Source: an optimization exercise on an open RTL-to-GDS flow (aim: small area). Production flows keep margins and buffers that such runs may drop.
Where RTL was checked, it was by simulation tests only, not by an equivalence proof against the original.
No functional check of the RTL was part of runs 1 and 2.
Power figures rest on the tool's default switching activity, not on a simulated workload.

**design/flow/config.mk**
```make
export PLATFORM = sky130hd
export DESIGN_NAME = efpga_test_top
export DESIGN_NICKNAME = efpga_test_top
export VERILOG_FILES = /design/flow/design.v
export SDC_FILE = /design/flow/constraint.sdc
export NUM_CORES = 4
export LEC_CHECK = 0
export CAP_MARGIN = 20
export CORE_MARGIN = 2
export CORE_UTILIZATION = 60
export SLEW_MARGIN = 20
export SYNTH_HIERARCHICAL = 1
export SYNTH_MINIMUM_KEEP_SIZE = 0
```
**design/flow/constraint.sdc**
```tcl
create_clock -name core_clock -period 5.0 [get_ports {CLK}]
set_input_delay 1.0000 -clock core_clock [delete_from_list [all_inputs] [get_ports {CLK}]]
set_output_delay 1.0000 -clock core_clock [all_outputs]
set_load 0.01 [all_outputs]
```
**design/flow/design.v**
```verilog
module ctrl_word #(
  parameter int W = 32
) (
  input  logic         CLK,
  input  logic [W-1:0] d,
  input  logic         e,
  input  logic         h,
  output logic [W-1:0] q
);
  always_ff @(posedge CLK) begin
    q <= (d & {W{e}}) | (q & {W{h}});
  end
endmodule
module aoi222 (input logic a1, a2, b1, b2, c1, c2, output logic y);
  assign y = ~((a1 & a2) | (b1 & b2) | (c1 & c2));
endmodule
module aoi221 (input logic a1, a2, b1, b2, c1, output logic y);
  assign y = ~((a1 & a2) | (b1 & b2) | c1);
endmodule
module aoi22 (input logic a1, a2, b1, b2, output logic y);
  assign y = ~((a1 & a2) | (b1 & b2));
endmodule
module aoi21 (input logic a1, a2, b1, output logic y);
  assign y = ~((a1 & a2) | b1);
endmodule
module nand2g (input logic a, b, output logic y);
  assign y = ~(a & b);
endmodule
module invg (input logic a, output logic y);
  assign y = ~a;
endmodule
module nandn #(parameter int N = 4) (input logic [N-1:0] a, output logic y);
  assign y = ~(&a);
endmodule
module read_mux (
  input  logic        CLK,
  input  logic [31:0] wd,       
  input  logic [31:0] rd,       
  input  logic [31:0] v_cfg, v_math, v_ramc, v_gout, v_goe, v_gin, v_tres, v_mres,
  input  logic        s_w0a,    
  input  logic        s_w0b,    
  input  logic        s_w8,     
  input  logic        s_w16a,   
  input  logic        s_w16b,   
  input  logic        s_w24,    
  input  logic        s_r0a,    
  input  logic        s_r0b,    
  input  logic        s_r8,     
  input  logic        s_r16,    
  input  logic        s_r24,    
  input  logic        s_cfg, s_math, s_ramc, s_gout, s_goe, s_gin, s_tres, s_mres, s_id,
  input  logic        s_hold,
  output logic [31:0] q
);
  logic [31:0] nx;
  logic [4:0] g0;
  aoi222 u0_0 (.a1(s_cfg), .a2(v_cfg[0]), .b1(s_math), .b2(v_math[0]), .c1(s_ramc), .c2(v_ramc[0]), .y(g0[0]));
  aoi222 u0_1 (.a1(s_gout), .a2(v_gout[0]), .b1(s_goe), .b2(v_goe[0]), .c1(s_gin), .c2(v_gin[0]), .y(g0[1]));
  aoi222 u0_2 (.a1(s_tres), .a2(v_tres[0]), .b1(s_mres), .b2(v_mres[0]), .c1(s_hold), .c2(q[0]), .y(g0[2]));
  aoi222 u0_3 (.a1(s_w0a), .a2(wd[0]), .b1(s_w8), .b2(wd[8]), .c1(s_w16a), .c2(wd[16]), .y(g0[3]));
  aoi22 u0_4 (.a1(s_w24), .a2(wd[24]), .b1(s_r0a), .b2(rd[0]), .y(g0[4]));
  nandn #(.N(5)) u0_o (.a(g0), .y(nx[0]));
  logic [4:0] g1;
  aoi222 u1_0 (.a1(s_cfg), .a2(v_cfg[1]), .b1(s_math), .b2(v_math[1]), .c1(s_ramc), .c2(v_ramc[1]), .y(g1[0]));
  aoi222 u1_1 (.a1(s_gout), .a2(v_gout[1]), .b1(s_goe), .b2(v_goe[1]), .c1(s_gin), .c2(v_gin[1]), .y(g1[1]));
  aoi222 u1_2 (.a1(s_tres), .a2(v_tres[1]), .b1(s_mres), .b2(v_mres[1]), .c1(s_hold), .c2(q[1]), .y(g1[2]));
  aoi222 u1_3 (.a1(s_w0a), .a2(wd[1]), .b1(s_w8), .b2(wd[9]), .c1(s_w16a), .c2(wd[17]), .y(g1[3]));
  aoi221 u1_4 (.a1(s_w24), .a2(wd[25]), .b1(s_r0a), .b2(rd[1]), .c1(s_id), .y(g1[4]));
  nandn #(.N(5)) u1_o (.a(g1), .y(nx[1]));
  logic [4:0] g2;
  aoi222 u2_0 (.a1(s_cfg), .a2(v_cfg[2]), .b1(s_math), .b2(v_math[2]), .c1(s_ramc), .c2(v_ramc[2]), .y(g2[0]));
  aoi222 u2_1 (.a1(s_gout), .a2(v_gout[2]), .b1(s_goe), .b2(v_goe[2]), .c1(s_gin), .c2(v_gin[2]), .y(g2[1]));
  aoi222 u2_2 (.a1(s_tres), .a2(v_tres[2]), .b1(s_mres), .b2(v_mres[2]), .c1(s_hold), .c2(q[2]), .y(g2[2]));
  aoi222 u2_3 (.a1(s_w0a), .a2(wd[2]), .b1(s_w8), .b2(wd[10]), .c1(s_w16a), .c2(wd[18]), .y(g2[3]));
  aoi22 u2_4 (.a1(s_w24), .a2(wd[26]), .b1(s_r0a), .b2(rd[2]), .y(g2[4]));
  nandn #(.N(5)) u2_o (.a(g2), .y(nx[2]));
  logic [4:0] g3;
  aoi222 u3_0 (.a1(s_cfg), .a2(v_cfg[3]), .b1(s_math), .b2(v_math[3]), .c1(s_ramc), .c2(v_ramc[3]), .y(g3[0]));
  aoi222 u3_1 (.a1(s_gout), .a2(v_gout[3]), .b1(s_goe), .b2(v_goe[3]), .c1(s_gin), .c2(v_gin[3]), .y(g3[1]));
  aoi222 u3_2 (.a1(s_tres), .a2(v_tres[3]), .b1(s_mres), .b2(v_mres[3]), .c1(s_hold), .c2(q[3]), .y(g3[2]));
  aoi222 u3_3 (.a1(s_w0a), .a2(wd[3]), .b1(s_w8), .b2(wd[11]), .c1(s_w16a), .c2(wd[19]), .y(g3[3]));
  aoi221 u3_4 (.a1(s_w24), .a2(wd[27]), .b1(s_r0a), .b2(rd[3]), .c1(s_id), .y(g3[4]));
  nandn #(.N(5)) u3_o (.a(g3), .y(nx[3]));
  logic [4:0] g4;
  aoi222 u4_0 (.a1(s_cfg), .a2(v_cfg[4]), .b1(s_math), .b2(v_math[4]), .c1(s_ramc), .c2(v_ramc[4]), .y(g4[0]));
  aoi222 u4_1 (.a1(s_gout), .a2(v_gout[4]), .b1(s_goe), .b2(v_goe[4]), .c1(s_gin), .c2(v_gin[4]), .y(g4[1]));
  aoi222 u4_2 (.a1(s_tres), .a2(v_tres[4]), .b1(s_mres), .b2(v_mres[4]), .c1(s_hold), .c2(q[4]), .y(g4[2]));
  aoi222 u4_3 (.a1(s_w0a), .a2(wd[4]), .b1(s_w8), .b2(wd[12]), .c1(s_w16a), .c2(wd[20]), .y(g4[3]));
  aoi221 u4_4 (.a1(s_w24), .a2(wd[28]), .b1(s_r0a), .b2(rd[4]), .c1(s_id), .y(g4[4]));
  nandn #(.N(5)) u4_o (.a(g4), .y(nx[4]));
  logic [4:0] g5;
  aoi222 u5_0 (.a1(s_cfg), .a2(v_cfg[5]), .b1(s_math), .b2(v_math[5]), .c1(s_ramc), .c2(v_ramc[5]), .y(g5[0]));
  aoi222 u5_1 (.a1(s_gout), .a2(v_gout[5]), .b1(s_goe), .b2(v_goe[5]), .c1(s_gin), .c2(v_gin[5]), .y(g5[1]));
  aoi222 u5_2 (.a1(s_tres), .a2(v_tres[5]), .b1(s_mres), .b2(v_mres[5]), .c1(s_hold), .c2(q[5]), .y(g5[2]));
  aoi222 u5_3 (.a1(s_w0a), .a2(wd[5]), .b1(s_w8), .b2(wd[13]), .c1(s_w16a), .c2(wd[21]), .y(g5[3]));
  aoi221 u5_4 (.a1(s_w24), .a2(wd[29]), .b1(s_r0a), .b2(rd[5]), .c1(s_id), .y(g5[4]));
  nandn #(.N(5)) u5_o (.a(g5), .y(nx[5]));
  logic [4:0] g6;
  aoi222 u6_0 (.a1(s_cfg), .a2(v_cfg[6]), .b1(s_math), .b2(v_math[6]), .c1(s_ramc), .c2(v_ramc[6]), .y(g6[0]));
  aoi222 u6_1 (.a1(s_gout), .a2(v_gout[6]), .b1(s_goe), .b2(v_goe[6]), .c1(s_gin), .c2(v_gin[6]), .y(g6[1]));
  aoi222 u6_2 (.a1(s_tres), .a2(v_tres[6]), .b1(s_mres), .b2(v_mres[6]), .c1(s_hold), .c2(q[6]), .y(g6[2]));
  aoi222 u6_3 (.a1(s_w0a), .a2(wd[6]), .b1(s_w8), .b2(wd[14]), .c1(s_w16a), .c2(wd[22]), .y(g6[3]));
  aoi22 u6_4 (.a1(s_w24), .a2(wd[30]), .b1(s_r0a), .b2(rd[6]), .y(g6[4]));
  nandn #(.N(5)) u6_o (.a(g6), .y(nx[6]));
  logic [4:0] g7;
  aoi222 u7_0 (.a1(s_cfg), .a2(v_cfg[7]), .b1(s_math), .b2(v_math[7]), .c1(s_ramc), .c2(v_ramc[7]), .y(g7[0]));
  aoi222 u7_1 (.a1(s_gout), .a2(v_gout[7]), .b1(s_goe), .b2(v_goe[7]), .c1(s_gin), .c2(v_gin[7]), .y(g7[1]));
  aoi222 u7_2 (.a1(s_tres), .a2(v_tres[7]), .b1(s_mres), .b2(v_mres[7]), .c1(s_hold), .c2(q[7]), .y(g7[2]));
  aoi222 u7_3 (.a1(s_w0a), .a2(wd[7]), .b1(s_w8), .b2(wd[15]), .c1(s_w16a), .c2(wd[23]), .y(g7[3]));
  aoi22 u7_4 (.a1(s_w24), .a2(wd[31]), .b1(s_r0a), .b2(rd[7]), .y(g7[4]));
  nandn #(.N(5)) u7_o (.a(g7), .y(nx[7]));
  logic [4:0] g8;
  aoi222 u8_0 (.a1(s_cfg), .a2(v_cfg[8]), .b1(s_math), .b2(v_math[8]), .c1(s_ramc), .c2(v_ramc[8]), .y(g8[0]));
  aoi222 u8_1 (.a1(s_gout), .a2(v_gout[8]), .b1(s_goe), .b2(v_goe[8]), .c1(s_gin), .c2(v_gin[8]), .y(g8[1]));
  aoi222 u8_2 (.a1(s_tres), .a2(v_tres[8]), .b1(s_mres), .b2(v_mres[8]), .c1(s_hold), .c2(q[8]), .y(g8[2]));
  aoi22 u8_3 (.a1(s_w0b), .a2(wd[8]), .b1(s_r0b), .b2(rd[8]), .y(g8[3]));
  aoi221 u8_4 (.a1(s_r8), .a2(rd[0]), .b1(s_w16b), .b2(wd[24]), .c1(s_id), .y(g8[4]));
  nandn #(.N(5)) u8_o (.a(g8), .y(nx[8]));
  logic [4:0] g9;
  aoi222 u9_0 (.a1(s_cfg), .a2(v_cfg[9]), .b1(s_math), .b2(v_math[9]), .c1(s_ramc), .c2(v_ramc[9]), .y(g9[0]));
  aoi222 u9_1 (.a1(s_gout), .a2(v_gout[9]), .b1(s_goe), .b2(v_goe[9]), .c1(s_gin), .c2(v_gin[9]), .y(g9[1]));
  aoi222 u9_2 (.a1(s_tres), .a2(v_tres[9]), .b1(s_mres), .b2(v_mres[9]), .c1(s_hold), .c2(q[9]), .y(g9[2]));
  aoi22 u9_3 (.a1(s_w0b), .a2(wd[9]), .b1(s_r0b), .b2(rd[9]), .y(g9[3]));
  aoi221 u9_4 (.a1(s_r8), .a2(rd[1]), .b1(s_w16b), .b2(wd[25]), .c1(s_id), .y(g9[4]));
  nandn #(.N(5)) u9_o (.a(g9), .y(nx[9]));
  logic [4:0] g10;
  aoi222 u10_0 (.a1(s_cfg), .a2(v_cfg[10]), .b1(s_math), .b2(v_math[10]), .c1(s_ramc), .c2(v_ramc[10]), .y(g10[0]));
  aoi222 u10_1 (.a1(s_gout), .a2(v_gout[10]), .b1(s_goe), .b2(v_goe[10]), .c1(s_gin), .c2(v_gin[10]), .y(g10[1]));
  aoi222 u10_2 (.a1(s_tres), .a2(v_tres[10]), .b1(s_mres), .b2(v_mres[10]), .c1(s_hold), .c2(q[10]), .y(g10[2]));
  aoi22 u10_3 (.a1(s_w0b), .a2(wd[10]), .b1(s_r0b), .b2(rd[10]), .y(g10[3]));
  aoi221 u10_4 (.a1(s_r8), .a2(rd[2]), .b1(s_w16b), .b2(wd[26]), .c1(s_id), .y(g10[4]));
  nandn #(.N(5)) u10_o (.a(g10), .y(nx[10]));
  logic [4:0] g11;
  aoi222 u11_0 (.a1(s_cfg), .a2(v_cfg[11]), .b1(s_math), .b2(v_math[11]), .c1(s_ramc), .c2(v_ramc[11]), .y(g11[0]));
  aoi222 u11_1 (.a1(s_gout), .a2(v_gout[11]), .b1(s_goe), .b2(v_goe[11]), .c1(s_gin), .c2(v_gin[11]), .y(g11[1]));
  aoi222 u11_2 (.a1(s_tres), .a2(v_tres[11]), .b1(s_mres), .b2(v_mres[11]), .c1(s_hold), .c2(q[11]), .y(g11[2]));
  aoi22 u11_3 (.a1(s_w0b), .a2(wd[11]), .b1(s_r0b), .b2(rd[11]), .y(g11[3]));
  aoi221 u11_4 (.a1(s_r8), .a2(rd[3]), .b1(s_w16b), .b2(wd[27]), .c1(s_id), .y(g11[4]));
  nandn #(.N(5)) u11_o (.a(g11), .y(nx[11]));
  logic [4:0] g12;
  aoi222 u12_0 (.a1(s_cfg), .a2(v_cfg[12]), .b1(s_math), .b2(v_math[12]), .c1(s_ramc), .c2(v_ramc[12]), .y(g12[0]));
  aoi222 u12_1 (.a1(s_gout), .a2(v_gout[12]), .b1(s_goe), .b2(v_goe[12]), .c1(s_gin), .c2(v_gin[12]), .y(g12[1]));
  aoi222 u12_2 (.a1(s_tres), .a2(v_tres[12]), .b1(s_mres), .b2(v_mres[12]), .c1(s_hold), .c2(q[12]), .y(g12[2]));
  aoi22 u12_3 (.a1(s_w0b), .a2(wd[12]), .b1(s_r0b), .b2(rd[12]), .y(g12[3]));
  aoi22 u12_4 (.a1(s_r8), .a2(rd[4]), .b1(s_w16b), .b2(wd[28]), .y(g12[4]));
  nandn #(.N(5)) u12_o (.a(g12), .y(nx[12]));
  logic [4:0] g13;
  aoi222 u13_0 (.a1(s_cfg), .a2(v_cfg[13]), .b1(s_math), .b2(v_math[13]), .c1(s_ramc), .c2(v_ramc[13]), .y(g13[0]));
  aoi222 u13_1 (.a1(s_gout), .a2(v_gout[13]), .b1(s_goe), .b2(v_goe[13]), .c1(s_gin), .c2(v_gin[13]), .y(g13[1]));
  aoi222 u13_2 (.a1(s_tres), .a2(v_tres[13]), .b1(s_mres), .b2(v_mres[13]), .c1(s_hold), .c2(q[13]), .y(g13[2]));
  aoi22 u13_3 (.a1(s_w0b), .a2(wd[13]), .b1(s_r0b), .b2(rd[13]), .y(g13[3]));
  aoi221 u13_4 (.a1(s_r8), .a2(rd[5]), .b1(s_w16b), .b2(wd[29]), .c1(s_id), .y(g13[4]));
  nandn #(.N(5)) u13_o (.a(g13), .y(nx[13]));
  logic [4:0] g14;
  aoi222 u14_0 (.a1(s_cfg), .a2(v_cfg[14]), .b1(s_math), .b2(v_math[14]), .c1(s_ramc), .c2(v_ramc[14]), .y(g14[0]));
  aoi222 u14_1 (.a1(s_gout), .a2(v_gout[14]), .b1(s_goe), .b2(v_goe[14]), .c1(s_gin), .c2(v_gin[14]), .y(g14[1]));
  aoi222 u14_2 (.a1(s_tres), .a2(v_tres[14]), .b1(s_mres), .b2(v_mres[14]), .c1(s_hold), .c2(q[14]), .y(g14[2]));
  aoi22 u14_3 (.a1(s_w0b), .a2(wd[14]), .b1(s_r0b), .b2(rd[14]), .y(g14[3]));
  aoi221 u14_4 (.a1(s_r8), .a2(rd[6]), .b1(s_w16b), .b2(wd[30]), .c1(s_id), .y(g14[4]));
  nandn #(.N(5)) u14_o (.a(g14), .y(nx[14]));
  logic [4:0] g15;
  aoi222 u15_0 (.a1(s_cfg), .a2(v_cfg[15]), .b1(s_math), .b2(v_math[15]), .c1(s_ramc), .c2(v_ramc[15]), .y(g15[0]));
  aoi222 u15_1 (.a1(s_gout), .a2(v_gout[15]), .b1(s_goe), .b2(v_goe[15]), .c1(s_gin), .c2(v_gin[15]), .y(g15[1]));
  aoi222 u15_2 (.a1(s_tres), .a2(v_tres[15]), .b1(s_mres), .b2(v_mres[15]), .c1(s_hold), .c2(q[15]), .y(g15[2]));
  aoi22 u15_3 (.a1(s_w0b), .a2(wd[15]), .b1(s_r0b), .b2(rd[15]), .y(g15[3]));
  aoi221 u15_4 (.a1(s_r8), .a2(rd[7]), .b1(s_w16b), .b2(wd[31]), .c1(s_id), .y(g15[4]));
  nandn #(.N(5)) u15_o (.a(g15), .y(nx[15]));
  logic [4:0] g16;
  aoi222 u16_0 (.a1(s_cfg), .a2(v_cfg[16]), .b1(s_math), .b2(v_math[16]), .c1(s_ramc), .c2(v_ramc[16]), .y(g16[0]));
  aoi222 u16_1 (.a1(s_gout), .a2(v_gout[16]), .b1(s_goe), .b2(v_goe[16]), .c1(s_gin), .c2(v_gin[16]), .y(g16[1]));
  aoi222 u16_2 (.a1(s_tres), .a2(v_tres[16]), .b1(s_mres), .b2(v_mres[16]), .c1(s_hold), .c2(q[16]), .y(g16[2]));
  aoi22 u16_3 (.a1(s_w0b), .a2(wd[16]), .b1(s_r0b), .b2(rd[16]), .y(g16[3]));
  aoi221 u16_4 (.a1(s_r8), .a2(rd[8]), .b1(s_r16), .b2(rd[0]), .c1(s_id), .y(g16[4]));
  nandn #(.N(5)) u16_o (.a(g16), .y(nx[16]));
  logic [4:0] g17;
  aoi222 u17_0 (.a1(s_cfg), .a2(v_cfg[17]), .b1(s_math), .b2(v_math[17]), .c1(s_ramc), .c2(v_ramc[17]), .y(g17[0]));
  aoi222 u17_1 (.a1(s_gout), .a2(v_gout[17]), .b1(s_goe), .b2(v_goe[17]), .c1(s_gin), .c2(v_gin[17]), .y(g17[1]));
  aoi222 u17_2 (.a1(s_tres), .a2(v_tres[17]), .b1(s_mres), .b2(v_mres[17]), .c1(s_hold), .c2(q[17]), .y(g17[2]));
  aoi22 u17_3 (.a1(s_w0b), .a2(wd[17]), .b1(s_r0b), .b2(rd[17]), .y(g17[3]));
  aoi22 u17_4 (.a1(s_r8), .a2(rd[9]), .b1(s_r16), .b2(rd[1]), .y(g17[4]));
  nandn #(.N(5)) u17_o (.a(g17), .y(nx[17]));
  logic [4:0] g18;
  aoi222 u18_0 (.a1(s_cfg), .a2(v_cfg[18]), .b1(s_math), .b2(v_math[18]), .c1(s_ramc), .c2(v_ramc[18]), .y(g18[0]));
  aoi222 u18_1 (.a1(s_gout), .a2(v_gout[18]), .b1(s_goe), .b2(v_goe[18]), .c1(s_gin), .c2(v_gin[18]), .y(g18[1]));
  aoi222 u18_2 (.a1(s_tres), .a2(v_tres[18]), .b1(s_mres), .b2(v_mres[18]), .c1(s_hold), .c2(q[18]), .y(g18[2]));
  aoi22 u18_3 (.a1(s_w0b), .a2(wd[18]), .b1(s_r0b), .b2(rd[18]), .y(g18[3]));
  aoi22 u18_4 (.a1(s_r8), .a2(rd[10]), .b1(s_r16), .b2(rd[2]), .y(g18[4]));
  nandn #(.N(5)) u18_o (.a(g18), .y(nx[18]));
  logic [4:0] g19;
  aoi222 u19_0 (.a1(s_cfg), .a2(v_cfg[19]), .b1(s_math), .b2(v_math[19]), .c1(s_ramc), .c2(v_ramc[19]), .y(g19[0]));
  aoi222 u19_1 (.a1(s_gout), .a2(v_gout[19]), .b1(s_goe), .b2(v_goe[19]), .c1(s_gin), .c2(v_gin[19]), .y(g19[1]));
  aoi222 u19_2 (.a1(s_tres), .a2(v_tres[19]), .b1(s_mres), .b2(v_mres[19]), .c1(s_hold), .c2(q[19]), .y(g19[2]));
  aoi22 u19_3 (.a1(s_w0b), .a2(wd[19]), .b1(s_r0b), .b2(rd[19]), .y(g19[3]));
  aoi22 u19_4 (.a1(s_r8), .a2(rd[11]), .b1(s_r16), .b2(rd[3]), .y(g19[4]));
  nandn #(.N(5)) u19_o (.a(g19), .y(nx[19]));
  logic [4:0] g20;
  aoi222 u20_0 (.a1(s_cfg), .a2(v_cfg[20]), .b1(s_math), .b2(v_math[20]), .c1(s_ramc), .c2(v_ramc[20]), .y(g20[0]));
  aoi222 u20_1 (.a1(s_gout), .a2(v_gout[20]), .b1(s_goe), .b2(v_goe[20]), .c1(s_gin), .c2(v_gin[20]), .y(g20[1]));
  aoi222 u20_2 (.a1(s_tres), .a2(v_tres[20]), .b1(s_mres), .b2(v_mres[20]), .c1(s_hold), .c2(q[20]), .y(g20[2]));
  aoi22 u20_3 (.a1(s_w0b), .a2(wd[20]), .b1(s_r0b), .b2(rd[20]), .y(g20[3]));
  aoi221 u20_4 (.a1(s_r8), .a2(rd[12]), .b1(s_r16), .b2(rd[4]), .c1(s_id), .y(g20[4]));
  nandn #(.N(5)) u20_o (.a(g20), .y(nx[20]));
  logic [4:0] g21;
  aoi222 u21_0 (.a1(s_cfg), .a2(v_cfg[21]), .b1(s_math), .b2(v_math[21]), .c1(s_ramc), .c2(v_ramc[21]), .y(g21[0]));
  aoi222 u21_1 (.a1(s_gout), .a2(v_gout[21]), .b1(s_goe), .b2(v_goe[21]), .c1(s_gin), .c2(v_gin[21]), .y(g21[1]));
  aoi222 u21_2 (.a1(s_tres), .a2(v_tres[21]), .b1(s_mres), .b2(v_mres[21]), .c1(s_hold), .c2(q[21]), .y(g21[2]));
  aoi22 u21_3 (.a1(s_w0b), .a2(wd[21]), .b1(s_r0b), .b2(rd[21]), .y(g21[3]));
  aoi22 u21_4 (.a1(s_r8), .a2(rd[13]), .b1(s_r16), .b2(rd[5]), .y(g21[4]));
  nandn #(.N(5)) u21_o (.a(g21), .y(nx[21]));
  logic [4:0] g22;
  aoi222 u22_0 (.a1(s_cfg), .a2(v_cfg[22]), .b1(s_math), .b2(v_math[22]), .c1(s_ramc), .c2(v_ramc[22]), .y(g22[0]));
  aoi222 u22_1 (.a1(s_gout), .a2(v_gout[22]), .b1(s_goe), .b2(v_goe[22]), .c1(s_gin), .c2(v_gin[22]), .y(g22[1]));
  aoi222 u22_2 (.a1(s_tres), .a2(v_tres[22]), .b1(s_mres), .b2(v_mres[22]), .c1(s_hold), .c2(q[22]), .y(g22[2]));
  aoi22 u22_3 (.a1(s_w0b), .a2(wd[22]), .b1(s_r0b), .b2(rd[22]), .y(g22[3]));
  aoi22 u22_4 (.a1(s_r8), .a2(rd[14]), .b1(s_r16), .b2(rd[6]), .y(g22[4]));
  nandn #(.N(5)) u22_o (.a(g22), .y(nx[22]));
  logic [4:0] g23;
  aoi222 u23_0 (.a1(s_cfg), .a2(v_cfg[23]), .b1(s_math), .b2(v_math[23]), .c1(s_ramc), .c2(v_ramc[23]), .y(g23[0]));
  aoi222 u23_1 (.a1(s_gout), .a2(v_gout[23]), .b1(s_goe), .b2(v_goe[23]), .c1(s_gin), .c2(v_gin[23]), .y(g23[1]));
  aoi222 u23_2 (.a1(s_tres), .a2(v_tres[23]), .b1(s_mres), .b2(v_mres[23]), .c1(s_hold), .c2(q[23]), .y(g23[2]));
  aoi22 u23_3 (.a1(s_w0b), .a2(wd[23]), .b1(s_r0b), .b2(rd[23]), .y(g23[3]));
  aoi22 u23_4 (.a1(s_r8), .a2(rd[15]), .b1(s_r16), .b2(rd[7]), .y(g23[4]));
  nandn #(.N(5)) u23_o (.a(g23), .y(nx[23]));
  logic [4:0] g24;
  aoi222 u24_0 (.a1(s_math), .a2(v_math[24]), .b1(s_ramc), .b2(v_ramc[24]), .c1(s_gout), .c2(v_gout[24]), .y(g24[0]));
  aoi222 u24_1 (.a1(s_goe), .a2(v_goe[24]), .b1(s_gin), .b2(v_gin[24]), .c1(s_tres), .c2(v_tres[24]), .y(g24[1]));
  aoi222 u24_2 (.a1(s_mres), .a2(v_mres[24]), .b1(s_hold), .b2(q[24]), .c1(s_w0b), .c2(wd[24]), .y(g24[2]));
  aoi22 u24_3 (.a1(s_r0b), .a2(rd[24]), .b1(s_r8), .b2(rd[16]), .y(g24[3]));
  aoi22 u24_4 (.a1(s_r16), .a2(rd[8]), .b1(s_r24), .b2(rd[0]), .y(g24[4]));
  nandn #(.N(5)) u24_o (.a(g24), .y(nx[24]));
  logic [4:0] g25;
  aoi222 u25_0 (.a1(s_math), .a2(v_math[25]), .b1(s_ramc), .b2(v_ramc[25]), .c1(s_gout), .c2(v_gout[25]), .y(g25[0]));
  aoi222 u25_1 (.a1(s_goe), .a2(v_goe[25]), .b1(s_gin), .b2(v_gin[25]), .c1(s_tres), .c2(v_tres[25]), .y(g25[1]));
  aoi222 u25_2 (.a1(s_mres), .a2(v_mres[25]), .b1(s_hold), .b2(q[25]), .c1(s_w0b), .c2(wd[25]), .y(g25[2]));
  aoi22 u25_3 (.a1(s_r0b), .a2(rd[25]), .b1(s_r8), .b2(rd[17]), .y(g25[3]));
  aoi221 u25_4 (.a1(s_r16), .a2(rd[9]), .b1(s_r24), .b2(rd[1]), .c1(s_id), .y(g25[4]));
  nandn #(.N(5)) u25_o (.a(g25), .y(nx[25]));
  logic [4:0] g26;
  aoi222 u26_0 (.a1(s_math), .a2(v_math[26]), .b1(s_ramc), .b2(v_ramc[26]), .c1(s_gout), .c2(v_gout[26]), .y(g26[0]));
  aoi222 u26_1 (.a1(s_goe), .a2(v_goe[26]), .b1(s_gin), .b2(v_gin[26]), .c1(s_tres), .c2(v_tres[26]), .y(g26[1]));
  aoi222 u26_2 (.a1(s_mres), .a2(v_mres[26]), .b1(s_hold), .b2(q[26]), .c1(s_w0b), .c2(wd[26]), .y(g26[2]));
  aoi22 u26_3 (.a1(s_r0b), .a2(rd[26]), .b1(s_r8), .b2(rd[18]), .y(g26[3]));
  aoi22 u26_4 (.a1(s_r16), .a2(rd[10]), .b1(s_r24), .b2(rd[2]), .y(g26[4]));
  nandn #(.N(5)) u26_o (.a(g26), .y(nx[26]));
  logic [4:0] g27;
  aoi222 u27_0 (.a1(s_math), .a2(v_math[27]), .b1(s_ramc), .b2(v_ramc[27]), .c1(s_gout), .c2(v_gout[27]), .y(g27[0]));
  aoi222 u27_1 (.a1(s_goe), .a2(v_goe[27]), .b1(s_gin), .b2(v_gin[27]), .c1(s_tres), .c2(v_tres[27]), .y(g27[1]));
  aoi222 u27_2 (.a1(s_mres), .a2(v_mres[27]), .b1(s_hold), .b2(q[27]), .c1(s_w0b), .c2(wd[27]), .y(g27[2]));
  aoi22 u27_3 (.a1(s_r0b), .a2(rd[27]), .b1(s_r8), .b2(rd[19]), .y(g27[3]));
  aoi221 u27_4 (.a1(s_r16), .a2(rd[11]), .b1(s_r24), .b2(rd[3]), .c1(s_id), .y(g27[4]));
  nandn #(.N(5)) u27_o (.a(g27), .y(nx[27]));
  logic [4:0] g28;
  aoi222 u28_0 (.a1(s_math), .a2(v_math[28]), .b1(s_ramc), .b2(v_ramc[28]), .c1(s_gout), .c2(v_gout[28]), .y(g28[0]));
  aoi222 u28_1 (.a1(s_goe), .a2(v_goe[28]), .b1(s_gin), .b2(v_gin[28]), .c1(s_tres), .c2(v_tres[28]), .y(g28[1]));
  aoi222 u28_2 (.a1(s_mres), .a2(v_mres[28]), .b1(s_hold), .b2(q[28]), .c1(s_w0b), .c2(wd[28]), .y(g28[2]));
  aoi22 u28_3 (.a1(s_r0b), .a2(rd[28]), .b1(s_r8), .b2(rd[20]), .y(g28[3]));
  aoi22 u28_4 (.a1(s_r16), .a2(rd[12]), .b1(s_r24), .b2(rd[4]), .y(g28[4]));
  nandn #(.N(5)) u28_o (.a(g28), .y(nx[28]));
  logic [4:0] g29;
  aoi222 u29_0 (.a1(s_math), .a2(v_math[29]), .b1(s_ramc), .b2(v_ramc[29]), .c1(s_gout), .c2(v_gout[29]), .y(g29[0]));
  aoi222 u29_1 (.a1(s_goe), .a2(v_goe[29]), .b1(s_gin), .b2(v_gin[29]), .c1(s_tres), .c2(v_tres[29]), .y(g29[1]));
  aoi222 u29_2 (.a1(s_mres), .a2(v_mres[29]), .b1(s_hold), .b2(q[29]), .c1(s_w0b), .c2(wd[29]), .y(g29[2]));
  aoi22 u29_3 (.a1(s_r0b), .a2(rd[29]), .b1(s_r8), .b2(rd[21]), .y(g29[3]));
  aoi22 u29_4 (.a1(s_r16), .a2(rd[13]), .b1(s_r24), .b2(rd[5]), .y(g29[4]));
  nandn #(.N(5)) u29_o (.a(g29), .y(nx[29]));
  logic [4:0] g30;
  aoi222 u30_0 (.a1(s_math), .a2(v_math[30]), .b1(s_ramc), .b2(v_ramc[30]), .c1(s_gout), .c2(v_gout[30]), .y(g30[0]));
  aoi222 u30_1 (.a1(s_goe), .a2(v_goe[30]), .b1(s_gin), .b2(v_gin[30]), .c1(s_tres), .c2(v_tres[30]), .y(g30[1]));
  aoi222 u30_2 (.a1(s_mres), .a2(v_mres[30]), .b1(s_hold), .b2(q[30]), .c1(s_w0b), .c2(wd[30]), .y(g30[2]));
  aoi22 u30_3 (.a1(s_r0b), .a2(rd[30]), .b1(s_r8), .b2(rd[22]), .y(g30[3]));
  aoi221 u30_4 (.a1(s_r16), .a2(rd[14]), .b1(s_r24), .b2(rd[6]), .c1(s_id), .y(g30[4]));
  nandn #(.N(5)) u30_o (.a(g30), .y(nx[30]));
  logic [4:0] g31;
  aoi222 u31_0 (.a1(s_cfg), .a2(v_cfg[31]), .b1(s_math), .b2(v_math[31]), .c1(s_ramc), .c2(v_ramc[31]), .y(g31[0]));
  aoi222 u31_1 (.a1(s_gout), .a2(v_gout[31]), .b1(s_goe), .b2(v_goe[31]), .c1(s_gin), .c2(v_gin[31]), .y(g31[1]));
  aoi222 u31_2 (.a1(s_tres), .a2(v_tres[31]), .b1(s_mres), .b2(v_mres[31]), .c1(s_hold), .c2(q[31]), .y(g31[2]));
  aoi222 u31_3 (.a1(s_w0b), .a2(wd[31]), .b1(s_r0b), .b2(rd[31]), .c1(s_r8), .c2(rd[23]), .y(g31[3]));
  aoi221 u31_4 (.a1(s_r16), .a2(rd[15]), .b1(s_r24), .b2(rd[7]), .c1(s_id), .y(g31[4]));
  nandn #(.N(5)) u31_o (.a(g31), .y(nx[31]));
  always_ff @(posedge CLK) begin
    q <= nx;
  end
endmodule
module efpga_test_top (
  input  logic       CLK,
  input  logic       rst,
  input  logic       lint_req,
  input  logic       lint_wen,
  input  logic [19:0] lint_addr,
  input  logic [31:0] lint_wdata,
  input  logic [3:0]  lint_be,
  output logic       lint_gnt,
  output logic       lint_valid,
  output logic [31:0] lint_rdata,
  output logic [31:0] math_ctrl,
  output logic       math_clken,
  input  logic [31:0] math_result,
  output logic [31:0] gpio_out,
  output logic [31:0] gpio_oe,
  input  logic [31:0] gpio_in,
  output logic [11:0] ram_raddr,
  output logic [11:0] ram_waddr,
  output logic [31:0] ram_wdata,
  output logic       ram_we,
  output logic [31:0] ram_ctrl,
  input  logic [31:0] ram_rdata,
  output logic [56:0] tcdm,      
  output logic       tcdm_req,
  input  logic       tcdm_gnt,
  input  logic       tcdm_fmo,
  input  logic       tcdm_valid,
  input  logic [31:0] tcdm_rdata
);
  logic gnt_q, valid_q, rd1_q, rd2_q;
  logic accept, exec_wr;
  assign lint_gnt   = gnt_q;
  assign lint_valid = valid_q;
  assign accept  = lint_req && !gnt_q && !rd1_q && !rd2_q;
  assign exec_wr = gnt_q && !lint_wen;  
  always_ff @(posedge CLK) begin
    if (rst) begin
      gnt_q   <= 1'b0;
      valid_q <= 1'b0;
      rd1_q   <= 1'b0;
      rd2_q   <= 1'b0;
    end else begin
      gnt_q   <= (accept && !lint_wen) || rd2_q;
      rd1_q   <= accept && lint_wen;
      rd2_q   <= rd1_q;
      valid_q <= gnt_q;
    end
  end
  logic is_ram;
  logic a_cfg, a_math, a_ramc, a_clken, a_gout, a_goe, a_gin, a_tdata, a_mres, a_id;
  assign is_ram  = (lint_addr[19:12] == 8'h01);
  assign a_cfg   = (lint_addr == 20'h00000);
  assign a_math  = (lint_addr == 20'h00010);
  assign a_ramc  = (lint_addr == 20'h00020);
  assign a_clken = (lint_addr == 20'h00030);
  assign a_gout  = (lint_addr == 20'h00040);
  assign a_goe   = (lint_addr == 20'h00050);
  assign a_gin   = (lint_addr == 20'h00060);
  assign a_tdata = (lint_addr == 20'h00080);
  assign a_mres  = (lint_addr == 20'h00100);
  assign a_id    = (lint_addr == 20'h00800);
  logic        w_cfg, w_ramc, w_gout, w_goe, w_tdata;
  logic [3:0]  w_math;
  logic [24:0] cfg_q;        
  logic [31:0] tcdm_wdata_q;
  logic [31:0] tcdm_result;
  assign w_cfg   = exec_wr && a_cfg;
  assign w_ramc  = exec_wr && a_ramc;
  assign w_gout  = exec_wr && a_gout;
  assign w_goe   = exec_wr && a_goe;
  assign w_tdata = exec_wr && a_tdata;
  assign w_math  = {4{exec_wr && a_math}} & lint_be;
  assign tcdm = {cfg_q, tcdm_wdata_q};
  ctrl_word #(.W(25)) i_cfg (
    .CLK(CLK), .d({lint_wdata[19:0], ~lint_wdata[23:20], lint_wdata[31]}),
    .e(w_cfg && !rst), .h(!w_cfg && !rst), .q(cfg_q)
  );
  for (genvar i = 0; i < 4; i++) begin : g_math
    ctrl_word #(.W(8)) i_math (
      .CLK(CLK), .d(lint_wdata[8*i +: 8]),
      .e(w_math[i] && !rst), .h(!w_math[i] && !rst), .q(math_ctrl[8*i +: 8])
    );
  end
  ctrl_word #(.W(32)) i_ramc (
    .CLK(CLK), .d(lint_wdata), .e(w_ramc && !rst), .h(!w_ramc && !rst), .q(ram_ctrl)
  );
  ctrl_word #(.W(32)) i_gout (
    .CLK(CLK), .d(lint_wdata), .e(w_gout && !rst), .h(!w_gout && !rst), .q(gpio_out)
  );
  ctrl_word #(.W(32)) i_goe (
    .CLK(CLK), .d(lint_wdata), .e(w_goe && !rst), .h(!w_goe && !rst), .q(gpio_oe)
  );
  ctrl_word #(.W(32)) i_tdata (
    .CLK(CLK), .d(lint_wdata), .e(w_tdata && !rst), .h(!w_tdata && !rst), .q(tcdm_wdata_q)
  );
  ctrl_word #(.W(32)) i_tres (
    .CLK(CLK), .d(tcdm_rdata), .e(tcdm_valid && !rst), .h(!tcdm_valid && !rst), .q(tcdm_result)
  );
  always_ff @(posedge CLK) begin
    if (rst) begin
      math_clken <= 1'b0;
      tcdm_req   <= 1'b0;
    end else begin
      math_clken <= exec_wr && a_clken;
      if (w_tdata) tcdm_req <= 1'b1;
      else if (tcdm_gnt && !tcdm_fmo) tcdm_req <= 1'b0;
    end
  end
  logic [11:0] ram_addr_q;
  logic        ram_we_q;
  assign ram_raddr = ram_addr_q;  
  assign ram_waddr = ram_addr_q;  
  assign ram_we    = ram_we_q;
  always_ff @(posedge CLK) begin
    ram_addr_q <= lint_addr[11:0];
    if (rst) ram_we_q <= 1'b0;
    else     ram_we_q <= exec_wr && is_ram;
  end
  logic [1:0] ofs, wm, rm;
  logic       w_word, w_half, w_byte, r_word, r_half, r_byte, ram_ld, hold;
  assign ofs = lint_addr[1:0];
  assign wm  = ram_ctrl[3:2];
  assign rm  = ram_ctrl[1:0];
  assign w_half = exec_wr && (wm == 2'd1);
  assign w_byte = exec_wr && (wm == 2'd2);
  assign w_word = exec_wr && (wm[1] == wm[0]);
  assign ram_ld = rd2_q && is_ram;
  assign r_half = ram_ld && (rm == 2'd1);
  assign r_byte = ram_ld && (rm == 2'd2);
  assign r_word = ram_ld && (rm[1] == rm[0]);
  assign hold   = !exec_wr && !rd1_q && !ram_ld;
  read_mux i_read_mux (
    .CLK(CLK), .wd(lint_wdata), .rd(ram_rdata),
    .v_cfg({cfg_q[0], 7'b0, ~cfg_q[4:1], cfg_q[24:5]}),
    .v_math(math_ctrl), .v_ramc(ram_ctrl), .v_gout(gpio_out), .v_goe(gpio_oe),
    .v_gin(gpio_in), .v_tres(tcdm_result), .v_mres(math_result),
    .s_w0a (w_word || (w_half && !ofs[1]) || (w_byte && ofs == 2'd0)),
    .s_w0b (w_word || (w_half && !ofs[1])),
    .s_w8  (w_byte && ofs == 2'd1),
    .s_w16a((w_half && ofs[1]) || (w_byte && ofs == 2'd2)),
    .s_w16b(w_half && ofs[1]),
    .s_w24 (w_byte && ofs == 2'd3),
    .s_r0a (r_word || (r_half && !ofs[1]) || (r_byte && ofs == 2'd0)),
    .s_r0b (r_word || (r_half && !ofs[1]) || (r_byte && ofs == 2'd0)),
    .s_r8  (r_byte && ofs == 2'd1),
    .s_r16 ((r_half && ofs[1]) || (r_byte && ofs == 2'd2)),
    .s_r24 (r_byte && ofs == 2'd3),
    .s_cfg (rd1_q && a_cfg),  .s_math(rd1_q && a_math), .s_ramc(rd1_q && a_ramc),
    .s_gout(rd1_q && a_gout), .s_goe (rd1_q && a_goe),  .s_gin (rd1_q && a_gin),
    .s_tres(rd1_q && a_tdata), .s_mres(rd1_q && a_mres), .s_id (rd1_q && a_id),
    .s_hold(hold),
    .q(lint_rdata)
  );
  assign ram_wdata = lint_rdata;
endmodule
```
**design/flow/flow/run.sh**
```bash
#!/bin/bash
set -euo pipefail
bash standard.sh \
  "BUFFER_PORTS_ARGS=-buffer_cell sky130_fd_sc_hd__buf_1" \
  "CTS_ARGS=-sink_clustering_enable -repair_clock_nets -dont_use_dummy_load -buf_list {sky130_fd_sc_hd__clkbuf_4 sky130_fd_sc_hd__clkbuf_8}" \
  finish > orfs_flow.log 2>&1
```
**design/flow/standard.sh**
```bash
#!/bin/bash
# synth_recipe.tcl (not shown) runs the flow's synth.tcl, then flattens the netlist and writes it again
# the make line also repeats each setting of config.mk as NAME=value (left out here)
make -C /OpenROAD-flow-scripts/flow DESIGN_CONFIG=/design/flow/config.mk WORK_HOME=/design/flow/orfs CLKGATE_MAP_FILE= SYNTH_SCRIPT=/design/flow/synth_recipe.tcl "${@:-finish}"
```
==> results of run 1 <==
==> layer usage <==
layer / global-route usage / vias to the layer above / wire (µm)
li1: - / 4752 / -
met1: 0.574 / 5430 / 16700
met2: 0.726 / 991 / 21500
met3: 0.0981 / 163 / 5770
met4: 0.228 / 4 / 2580
met5: 0 / - / 27
==> registers in the layout (all words and copies together), names as in the netlist, 12 cells and up <==
name	flops
i_read_mux.q	32
i_tdata.q	32
i_ramc.q	32
i_tres.q	32
i_cfg.q	25
i_gout.q	32
ram_addr_q	12
i_goe.q	32
g_math.i_math.q	32
==> final timing paths <==
kind | endpoint | cells past startpoint | start | slack (ns)
worst max-delay path | i_read_mux.q[26]$_DFF_P_ | 8 | lint_addr[1] | 2.04
worst min-delay path | i_tdata.q[10]$_DFF_P_ | 1 | i_tdata.q[10]$_DFF_P_ | 0.47
worst max register to register | i_tdata.q[1]$_DFF_P_ | 5 | gnt_q$_SDFF_PP0_ | 2.38
worst min register to register | i_tdata.q[10]$_DFF_P_ | 1 | i_tdata.q[10]$_DFF_P_ | 0.47
==> final cells by class <==
type	instances	area (µm²)	area share
diodes	3	7.51	0.000565
clock buffers	44	606	0.0455
well taps	229	287	0.0216
multi-input cells	544	4930	0.371
flip-flops and latches	268	5370	0.404
repair buffers	499	2030	0.153
inverters	20	75.1	0.00565
==> worst reg2reg max path, cell delays in order (launching register included) <==
cell     delay (ns)
dfxtp_1        0.45
nor4b_1        0.64
nand3_1        0.34
o31a_1         0.53
buf_4          0.30
a22o_1         0.24
==> stage by stage <==
step / util / instances
after detailed placement: 0.705 / 1560
after CTS: 0.739 / 1604
after floorplan: - / 926
after global placement: 0.702 / 1558
final: 0.740 / 1607
after global routing: 0.740 / 1605
==> power groups by stage <==
| stage | Combinational [W] | Sequential, W | Clock (W) |
|---|---|---|---|
| 4_1_cts | 0.000399 | 0.00225 | 0.00156 |
| 6_report | 0.000410 | 0.00225 | 0.00157 |
| 3_3_place_gp | 0.000388 | 0.00229 | 0 |
| 3_5_place_dp | 0.000397 | 0.00229 | 0 |
| 5_1_grt | 0.000427 | 0.00226 | 0.00165 |
| 2_1_floorplan | 0.000209 | 0.00230 | 0 |
==> impl_metrics.tcl, run 1 <==
set metrics [dict create \
    holdBufCountCts 0 \
    cp.buffers_inverters 2 \
    syn2layout_area_growth_pct 20.9 \
    switchingPower_w 0.00113 \
    grt_max_degree 33 \
    root_buffer "clkbuf_8" \
    finalHoldViolCount 0 \
    clk_pin_slew_ns 0.05 \
    cts_buffers 44 \
    final.min_clock_period_ns 2.96 \
    via_per_inst 7.06 \
    dieWidth_um 139 \
    p_clk_frac 0.371 \
    p_per_area_nw_per_um2 318 \
    syn_nets 1121 \
    clk_path_buf_depth 3 \
    cp_slowest_cell "nor4_2" \
    setup_violations 0 \
    critPathArrivalTime_ns 3.44 \
    grt_pass1_vias 10600 \
    setup.worst_path.start_class "input port" \
    mostFrequentLayoutCells "buf_1 (468), dfxtp_1 (268), a22o_1 (203)" \
    path_cells "buf_1 -> nor4_4 -> nand2_1 -> nor4_2 -> buf_4 -> a222oi_1 -> and3_1 -> nand3_1" \
    cp_max_fo 14 \
    dieArea_um2 19400 \
    skew_ns 0.0351 \
    peakVddDrop_mv 0.292 \
    wirelength_mm 46.6 \
    grt_pass1_wl_mm 67.1 \
    grt_setup_unrepaired "no" \
    leakage_nw 4.58 \
    syn_area_um2 11000 \
    crit_type "in -> reg" \
    grt_antenna_before_repair 4 \
    vias 11300 \
    tns_ns 0 \
    fillers 1365 \
    critPathRequiredTime_ns 5.48 \
    timing.final.crit_share 0.593 \
    seqPwrFrac 0.532 \
    status "complete, no violations" \
    die_height_um 139 \
    critical_path.max_stage_delay_ns 0.73 \
    grt_overflow_total 0 \
    post-route-worst-setup-slack_ns 2.04 \
    antenna_left 0 \
    first_pass_iters 9 \
    cts_tree "yes" \
    clk_latency_ns 0.55 \
    dpl.hpwl_mm 33.0 \
    avgSynthCellArea_um2 11.9 \
    hp-class "reg -> reg" \
    wl_per_cell_um 29.0 \
    path_delay_family "simple AND/OR/NAND/NOR gates" \
    syn_inst 926 \
    htree_levels 2 \
    final_area_um2 13300 \
    dpl_cell_area_um2 12700 \
    final_common_cell "buf_1" \
    p_int_w 0.00311 \
    drcViolationCount 0 \
    clock_sinks 268 \
    worstSetupEndpointType "flip-flop" \
    layout-drive-gt1-share 0.130 \
    timing.fmax_mhz 337 \
    ys_warn_count 11 \
    core_um2 18000 \
    post_cts_resized 0 \
    num_rows 49 \
    worst_slew_pin_slew_ns 1.09 \
    first_iter_violations 1894 \
    post_cts_buffers 0 \
    finalMaxSlewViolations 0 \
    numPortBuffers 468 \
    gp_congestion 0.919 \
    io_pins 469 \
    slew-limit-headroom 0.260 \
    holdWs_ns 0.466 \
    maxCapViolations 0 \
    initial_utilization 0.612 \
    fin_nets 1572 \
    total_power_w 0.00423 \
    switching_share 0.266 \
    post-place-ws_ns 1.58 \
    track_usage 0.451 \
    pwr-share-comb 0.097 \
]
==> run 2, diff against run 1 <==
==> design/flow/flow/run.sh (replaced) <==
#!/bin/bash
# Standard ORFS layout (the standard.sh, standard synthesis unchanged) with
# the smallest buffer for the port buffers.
set -euo pipefail
bash standard.sh \
  "BUFFER_PORTS_ARGS=-buffer_cell sky130_fd_sc_hd__buf_1" \
  finish > orfs_flow.log 2>&1
--- a/design/flow/config.mk
+++ b/design/flow/config.mk
@@ -7,7 +7,7 @@
 export LEC_CHECK = 0
 export CAP_MARGIN = 20
 export CORE_MARGIN = 2
-export CORE_UTILIZATION = 60
+export CORE_UTILIZATION = 40
 export SLEW_MARGIN = 20
 export SYNTH_HIERARCHICAL = 1
 export SYNTH_MINIMUM_KEEP_SIZE = 0
==> run 2 against run 1 <==
  * Still clean
  * Sequential power hardly changed
  * Non-clock buffer count increased by 3
  * Global-route usage shrank 12 points
  * Via count decreased by 2.1%
  * Hold slack improved by 0.00081 ns
  * Critical path type unchanged
  * Largest power group unchanged
==> impl_metrics.tcl, run 2 <==
set metrics [dict create \
    clock_sinks 268 \
    grt_pass1_vias 10300 \
    grt_setup_unrepaired "no" \
    first_pass_iters 9 \
    wirelength_mm 50.4 \
    syn_inst 926 \
    slew-limit-headroom 0.212 \
    timing.fmax_mhz 337 \
    cts_buffers 29 \
    track_usage 0.332 \
    numPortBuffers 468 \
    dieArea_um2 28800 \
    clk_path_buf_depth 3 \
    peakVddDrop_mv 0.210 \
    root_buffer "clkbuf_16" \
    post-place-ws_ns 1.50 \
    worst_slew_pin_slew_ns 1.18 \
    critPathRequiredTime_ns 5.48 \
    clk_pin_slew_ns 0.06 \
    setup.worst_path.start_class "input port" \
    holdBufCountCts 0 \
    worstSetupEndpointType "flip-flop" \
    grt_pass1_wl_mm 70.8 \
    fin_nets 1560 \
    cp_max_fo 20 \
    drcViolationCount 0 \
    leakage_nw 4.75 \
    reg2reg_depth 5 \
    grt_antenna_before_repair 2 \
    syn_area_um2 11000 \
    utilization 0.511 \
    grt_overflow_total 0 \
    core_um2 27000 \
    dpl.hpwl_mm 36.3 \
    grt_max_degree 33 \
    crit_type "in -> reg" \
    avgSynthCellArea_um2 11.9 \
    holdWs_ns 0.467 \
    status "complete, no violations" \
    layout-drive-gt1-share 0.132 \
    final.min_clock_period_ns 2.97 \
    gp_congestion 0.859 \
    cts_tree "yes" \
    syn_nets 1121 \
    critical_path.max_stage_delay_ns 0.45 \
    via_per_inst 6.43 \
    finalMaxSlewViolations 0 \
    first_iter_violations 1439 \
    antenna_left 0 \
    hp-class "reg -> reg" \
    num_rows 60 \
    initial_utilization 0.408 \
    htree_levels 1 \
    cp_slowest_cell "nor3_2" \
    vias 11100 \
    fillers 2587 \
    mostFrequentLayoutCells "buf_1 (468), dfxtp_1 (268), a22o_1 (203)" \
    final_common_cell "buf_1" \
    p_per_area_nw_per_um2 355 \
    post_cts_buffers 0 \
    wl_per_cell_um 29.2 \
    tns_ns 0 \
    critPathArrivalTime_ns 3.45 \
    post-route-worst-setup-slack_ns 2.03 \
    hold_path_depth 1 \
    clk_latency_ns 0.55 \
    finalHoldViolCount 0 \
    syn2layout_area_growth_pct 25.4 \
    timing.final.crit_share 0.594 \
    setup_violations 0 \
    die_height_um 170 \
    ys_warn_count 11 \
    io_pins 469 \
    path_cells "buf_1 -> nor3_1 -> nand3_1 -> buf_4 -> nor3_2 -> buf_4 -> a222oi_1 -> and3_1 -> nand3_1" \
    dieWidth_um 170 \
    post_cts_resized 0 \
    maxCapViolations 0 \
    skew_ns 0.0179 \
]
==> run 2: cell types whose count changed in the layout (fill, tap and decap cells not counted), moves of 2 or more <==
| cell | previous run | this run |
|---|---|---|
| bufinv_16 | 0 | 4 |
| clkinvlp_4 | 0 | 2 |
| clkbuf_1 | 0 | 6 |
| diode_2 | 3 | 1 |
| clkinv_2 | 0 | 3 |
| buf_4 | 29 | 33 |
| clkbuf_8 | 44 | 5 |
| clkbuf_16 | 0 | 29 |
==> run 2: area by class of cell <==
| cell class | instances | area, µm² | area share |
|---|---|---|---|
| flip-flops and latches | 268 | 5370 | 0.389 |
| multi-input cells | 544 | 4910 | 0.356 |
| repair buffers | 502 | 2030 | 0.147 |
| clock buffers | 40 | 817 | 0.0593 |
| well taps | 341 | 427 | 0.0310 |
| clock inverters | 10 | 159 | 0.0115 |
| inverters | 20 | 75.1 | 0.00545 |
| diodes | 1 | 2.50 | 0.000182 |
==> run 2: path summary, 6_finish.rpt <==
kind / start / endpoint / slack [ns]
setup / recovery: lint_addr[13] / i_read_mux.q[7]$_DFF_P_ / 2.03
hold / removal: i_tdata.q[11]$_DFF_P_ / i_tdata.q[11]$_DFF_P_ / 0.47
setup reg to reg: gnt_q$_SDFF_PP0_ / i_tdata.q[12]$_DFF_P_ / 2.48
hold reg to reg: i_tdata.q[11]$_DFF_P_ / i_tdata.q[11]$_DFF_P_ / 0.47
==> run 2: where the power goes <==
part           switching (W)  internal (W)
sequential         0.0000573       0.00220
clock               0.000884       0.00134
combinational       0.000285      0.000129
==> run 2: critical path, delay by kind of cell <==
family,cells,cell delay [ns]
AND/OR/NAND/NOR,5,1.47
buffers and inverters,3,0.79
AO/OA/AOI/OAI,1,0.16
==> run 2: routing by layer <==
metal,vias up,GRT usage,share of wire
li1,4758,-,-
met1,5459,0.428,0.39
met2,794,0.566,0.48
met3,93,0.0532,0.092
met4,2,0.114,0.035
met5,-,0,0.00026
==> run 2: per-stage QoR <==
step	power, W	cell area (µm²)	std cells
floorplan	0.00251	11000	926
CTS	0.00490	13700	1724
finish	0.00489	13800	1726
global route	0.00502	13800	1726
global placement	0.00270	12800	1674
detailed placement	0.00271	12800	1674
==> run 3, diff against run 2 <==
--- a/design/flow/design.v
+++ b/design/flow/design.v
@@ -1,3 +1,25 @@
+module lint_decode (
+  input  logic [19:0] addr,
+  output logic        a_cfg, a_math, a_ramc, a_clken, a_gout, a_goe, a_gin,
+  output logic        a_tdata, a_mres, a_id,
+  output logic        is_ram
+);
+  logic page0, base, lowgrp;
+  assign page0  = (addr[19:12] == 8'h00);
+  assign is_ram = (addr[19:12] == 8'h01);
+  assign base   = page0 && (addr[10:9] == 2'b00) && (addr[3:0] == 4'h0);
+  assign lowgrp = base && !addr[11] && !addr[8] && !addr[7];
+  assign a_cfg   = lowgrp && (addr[6:4] == 3'd0);
+  assign a_math  = lowgrp && (addr[6:4] == 3'd1);
+  assign a_ramc  = lowgrp && (addr[6:4] == 3'd2);
+  assign a_clken = lowgrp && (addr[6:4] == 3'd3);
+  assign a_gout  = lowgrp && (addr[6:4] == 3'd4);
+  assign a_goe   = lowgrp && (addr[6:4] == 3'd5);
+  assign a_gin   = lowgrp && (addr[6:4] == 3'd6);
+  assign a_tdata = base && (addr[6:4] == 3'd0) && ({addr[11], addr[8], addr[7]} == 3'b001);
+  assign a_mres  = base && (addr[6:4] == 3'd0) && ({addr[11], addr[8], addr[7]} == 3'b010);
+  assign a_id    = base && (addr[6:4] == 3'd0) && ({addr[11], addr[8], addr[7]} == 3'b100);
+endmodule
 module ctrl_word #(
   parameter int W = 32
 ) (
@@ -332,17 +354,12 @@
   end
   logic is_ram;
   logic a_cfg, a_math, a_ramc, a_clken, a_gout, a_goe, a_gin, a_tdata, a_mres, a_id;
-  assign is_ram  = (lint_addr[19:12] == 8'h01);
-  assign a_cfg   = (lint_addr == 20'h00000);
-  assign a_math  = (lint_addr == 20'h00010);
-  assign a_ramc  = (lint_addr == 20'h00020);
-  assign a_clken = (lint_addr == 20'h00030);
-  assign a_gout  = (lint_addr == 20'h00040);
-  assign a_goe   = (lint_addr == 20'h00050);
-  assign a_gin   = (lint_addr == 20'h00060);
-  assign a_tdata = (lint_addr == 20'h00080);
-  assign a_mres  = (lint_addr == 20'h00100);
-  assign a_id    = (lint_addr == 20'h00800);
+  lint_decode i_lint_decode (
+    .addr(lint_addr),
+    .a_cfg(a_cfg), .a_math(a_math), .a_ramc(a_ramc), .a_clken(a_clken), .a_gout(a_gout),
+    .a_goe(a_goe), .a_gin(a_gin), .a_tdata(a_tdata), .a_mres(a_mres), .a_id(a_id),
+    .is_ram(is_ram)
+  );
   logic        w_cfg, w_ramc, w_gout, w_goe, w_tdata;
   logic [3:0]  w_math;
   logic [24:0] cfg_q;        
==> design/flow/flow/run.sh (replaced) <==
#!/bin/bash
# The standard layout (standard.sh) with these changes:
#  - after the standard synthesis, every combinational cell is swapped for the
#    smallest-area drive strength of the same function (downsize.py); the
#    resizer later upsizes or buffers whatever timing, slew or load needs
#  - port buffers use the smallest buffer (buf_1)
#  - a clock tree of clkbuf_8 with sink clusters of up to 15, no dummy loads
# Each step's output goes to a log file of its own in this folder.
set -euo pipefail
R=orfs/results/sky130hd/efpga_test_top/base
LIB=$FLOW_HOME/platforms/sky130hd/lib/sky130_fd_sc_hd__tt_025C_1v80.lib
KNOBS=(
  "BUFFER_PORTS_ARGS=-buffer_cell sky130_fd_sc_hd__buf_1"
  "CTS_ARGS=-sink_clustering_enable -repair_clock_nets -dont_use_dummy_load -sink_clustering_size 15 -sink_clustering_max_diameter 60 -buf_list {sky130_fd_sc_hd__clkbuf_8}"
)
bash standard.sh "${KNOBS[@]}" synth > flow_synth.log 2>&1
cp $R/1_2_yosys.v yosys_standard.v
python3 flow/downsize.py "$LIB" yosys_standard.v $R/1_2_yosys.v > flow_downsize.log 2>&1
bash standard.sh "${KNOBS[@]}" finish > flow_layout.log 2>&1
==> design/flow/flow/downsize.py (new file) <==
#!/usr/bin/env python3
"""Rewrite a mapped netlist so every combinational cell uses the smallest-area
variant of its function family (same base name, same pins) in the liberty.
Flip-flops, latches, buffers, clock cells, tie cells and don't-use cells are
left alone. usage: downsize.py LIBERTY NETLIST_IN NETLIST_OUT [dont_use...]"""
import re, sys

lib, nin, nout = sys.argv[1:4]
dont = set(sys.argv[4:])
text = open(lib).read()
cells = {}
for m in re.finditer(r'\n\s*cell\s*\(\s*"?([\w]+)"?\s*\)\s*\{', text):
    name = m.group(1)
    start = m.end()
    nxt = text.find('\n    cell (', start)
    body = text[start:nxt if nxt > 0 else len(text)]
    am = re.search(r'\barea\s*:\s*([\d.]+)', body)
    pins = tuple(sorted(re.findall(r'\bpin\s*\(\s*"?(\w+)"?\s*\)', body)))
    seq = bool(re.search(r'\b(ff|latch|statetable)\s*\(', body))
    cells[name] = (float(am.group(1)) if am else 0.0, pins, seq)

def base(n):
    m = re.match(r'(sky130_fd_sc_hd__\w+?)_(\d+)$', n)
    return (m.group(1), int(m.group(2))) if m else (None, None)

skip = re.compile(r'__(buf|clkbuf|clkinv|clkdly|dly|bufinv|conb|tap|fill|decap|diode|probe|lpflow|ebuf|einv|dl|df|sdf|edf|sedf|dfb|dfr|dfs|mux2i?_?|clkinvlp)')
best = {}
for n, (a, p, seq) in cells.items():
    b, s = base(n)
    if b is None or seq or n in dont or skip.search(n):
        continue
    key = (b, p)
    if key not in best or a < cells[best[key]][0]:
        best[key] = n

def repl(m):
    n = m.group(1)
    if n not in cells or cells[n][2] or skip.search(n):
        return m.group(0)
    b, s = base(n)
    if b is None:
        return m.group(0)
    t = best.get((b, cells[n][1]))
    if t and cells[t][0] < cells[n][0]:
        repl.count[n + '->' + t] = repl.count.get(n + '->' + t, 0) + 1
        return t + m.group(2)
    return m.group(0)
repl.count = {}

net = open(nin).read()
net = re.sub(r'\b(sky130_fd_sc_hd__\w+)(\s+\S+\s*\()', repl, net)
open(nout, 'w').write(net)
for k, v in sorted(repl.count.items()):
    print(f'{v:5d} {k}')
--- a/design/flow/config.mk
+++ b/design/flow/config.mk
@@ -7,7 +7,7 @@
 export LEC_CHECK = 0
 export CAP_MARGIN = 20
 export CORE_MARGIN = 2
-export CORE_UTILIZATION = 40
+export CORE_UTILIZATION = 50
 export SLEW_MARGIN = 20
 export SYNTH_HIERARCHICAL = 1
 export SYNTH_MINIMUM_KEEP_SIZE = 0
==> run 3 against run 2 <==
  * Still clean
  * First-iteration DRC count up 11%
  * Cell count fell by 6.3%
  * Wire length shrank 7.0%
  * Setup slack got worse by 0.54 ns
  * Flip-flop and latch count stayed put
  * Design area is 9.3% lower
  * Critical path depth did not move
  * Hold slack improved by 0.0029 ns
  * Clock power shrank 49%
  * Register-to-register slack got worse by 0.24 ns
  * Non-clock buffer count down 9
==> impl_metrics.tcl, run 3 <==
set metrics [dict create \
    status "complete, no violations" \
    tns_ns 0 \
    peakVddDrop_mv 0.210 \
    via_per_inst 6.72 \
    post_cts_buffers 0 \
    clk_path_buf_depth 3 \
    p_per_area_nw_per_um2 302 \
    reg2reg_depth 8 \
    root_buffer "clkbuf_8" \
    final.min_clock_period_ns 3.51 \
    critical_path.max_stage_delay_ns 0.72 \
    die_height_um 149 \
    clock_sinks 268 \
    crit_type "in -> reg" \
    clk_latency_ns 0.58 \
    timing.final.crit_share 0.703 \
    cts_tree "yes" \
    num_rows 53 \
    cp_max_fo 18 \
    critPathRequiredTime_ns 5.52 \
    seqPwrFrac 0.595 \
    htree_levels 1 \
    antenna_left 0 \
    dieWidth_um 149 \
    grt_max_degree 33 \
    ys_warn_count 11 \
    syn_nets 1108 \
    cp_slowest_cell "and2_1" \
    utilization 0.599 \
    numPortBuffers 468 \
    critPathMostFrequentCell "nor4_1" \
    worstSetupEndpointType "flip-flop" \
    track_usage 0.395 \
    finalMaxSlewViolations 0 \
    slew-limit-headroom 0.188 \
    timing.fmax_mhz 285 \
    setup.worst_path.start_class "input port" \
    io_pins 469 \
    wirelength_mm 46.9 \
    grt_pass1_vias 9879 \
    fin_nets 1535 \
    grt_antenna_before_repair 5 \
    grt_overflow_total 0 \
    critPathArrivalTime_ns 4.03 \
    dpl.hpwl_mm 33.5 \
    setup_violations 0 \
    final_common_cell "buf_1" \
    clk_pin_slew_ns 0.09 \
    cts_buffers 24 \
    maxCapViolations 0 \
    first_pass_iters 8 \
    gp_congestion 0.863 \
    dieArea_um2 22300 \
    core_um2 20900 \
    layout-drive-gt1-share 0.0471 \
    post-route-worst-setup-slack_ns 1.49 \
    hold_path_depth 1 \
    wl_per_cell_um 29.0 \
    mostFrequentLayoutCells "buf_1 (468), dfxtp_1 (268), a22o_1 (217)" \
    worst-path-stages 9 \
    first_iter_violations 1603 \
    path_cells "buf_1 -> nor4_1 -> nand4_1 -> nor4_1 -> and2_1 -> buf_4 -> a222oi_1 -> and3_1 -> nand3_1" \
    pwr-share-comb 0.103 \
    dp_cells 1589 \
    hp-class "reg -> reg" \
    p_clk_frac 0.302 \
    p_int_w 0.00275 \
    switchingPower_w 0.00103 \
    syn_inst 913 \
    path_delay_family "simple AND/OR/NAND/NOR gates" \
    holdWs_ns 0.470 \
    skew_ns 0.0764 \
    switching_share 0.273 \
    vias 10900 \
    syn2layout_area_growth_pct 18.2 \
    holdBufCountCts 0 \
    post-place-ws_ns 0.975 \
    initial_utilization 0.507 \
    syn_area_um2 10600 \
    grt_setup_unrepaired "no" \
    leakage_nw 4.39 \
    post_cts_resized 0 \
    final_cells 1617 \
    avgSynthCellArea_um2 11.6 \
    cp.buffers_inverters 2 \
    worst_slew_pin_slew_ns 1.21 \
    grt_pass1_wl_mm 65.3 \
    drcViolationCount 0 \
    finalHoldViolCount 0 \
]
-- run 3: power groups by stage --
| stage | Sequential (W) | Clock, W | Combinational [W] |
|---|---|---|---|
| 2_1_floorplan | 0.00230 | 0 | 0.000206 |
| 3_3_place_gp | 0.00229 | 0 | 0.000381 |
| 3_5_place_dp | 0.00230 | 0 | 0.000380 |
| 4_1_cts | 0.00225 | 0.00114 | 0.000381 |
| 5_1_grt | 0.00225 | 0.00123 | 0.000412 |
| 6_report | 0.00225 | 0.00114 | 0.000388 |
-- run 3: layout make-up --
| cell class | count | area [µm²] |
|---|---|---|
| timing repair buffer | 493 | 1960 |
| inverter | 17 | 63.8 |
| clock buffer | 24 | 330 |
| multi-input combinational | 536 | 4430 |
| tap | 275 | 344 |
| fill | 1967 | 8390 |
| antenna | 4 | 10.0 |
| sequential | 268 | 5370 |
-- run 3: per-stage QoR --
step	cell area [µm²]	total power, W
floorplan	10600	0.00251
global placement	12200	0.00267
detailed placement	12200	0.00268
CTS	12500	0.00377
global route	12500	0.00389
finish	12500	0.00378
-- run 3: layer usage --
layer	GRT usage	wire, µm	up-vias	part of all wire
met5	0	25	-	0.00053
met4	0.181	2230	4	0.047
met3	0.0665	5290	126	0.11
met2	0.651	22200	861	0.47
met1	0.507	17100	5237	0.37
li1	-	-	4636	-
-- run 3: path summary, 6_finish.rpt --
kind | start | endpoint | slack [ns]
setup reg to reg | i_ramc.q[0]$_DFF_P_ | i_read_mux.q[4]$_DFF_P_ | 2.24
hold reg to reg | i_tdata.q[24]$_DFF_P_ | i_tdata.q[24]$_DFF_P_ | 0.47
hold / removal | i_tdata.q[24]$_DFF_P_ | i_tdata.q[24]$_DFF_P_ | 0.47
setup / recovery | lint_addr[19] | i_read_mux.q[18]$_DFF_P_ | 1.49

[afterwards: timing with drivers on the ports]
Ports are ideal in the flow. The routed layouts listed here were re-timed in OpenROAD.
Step 1 sets driving cells, clkbuf_16 on the clock port and buf_2 on the other inputs (assumed; they add their load-dependent delay and slew).
Step 2 also shifts input and output timing later by t, the mid clock arrival at the registers, as if the neighbouring blocks saw the same clock.
Three values: no drivers, after step 1, after step 2; two values: the first two.
run | t (ns) | setup slack, ns | worst setup path at the end
run 1 | 0.576 | 2.037 / 2.056 / 1.480 | input to register
run 2 | 0.590 | 2.031 / 2.057 / 1.467 | input to register
run 3 | 0.592 | 1.487 / 1.511 / 0.919 | input to register
After both steps every run listed still meets setup and hold. For run 3, which loses most, drivers alone change the setup slack by +0.024 ns; drivers and shift together by -0.568 ns.
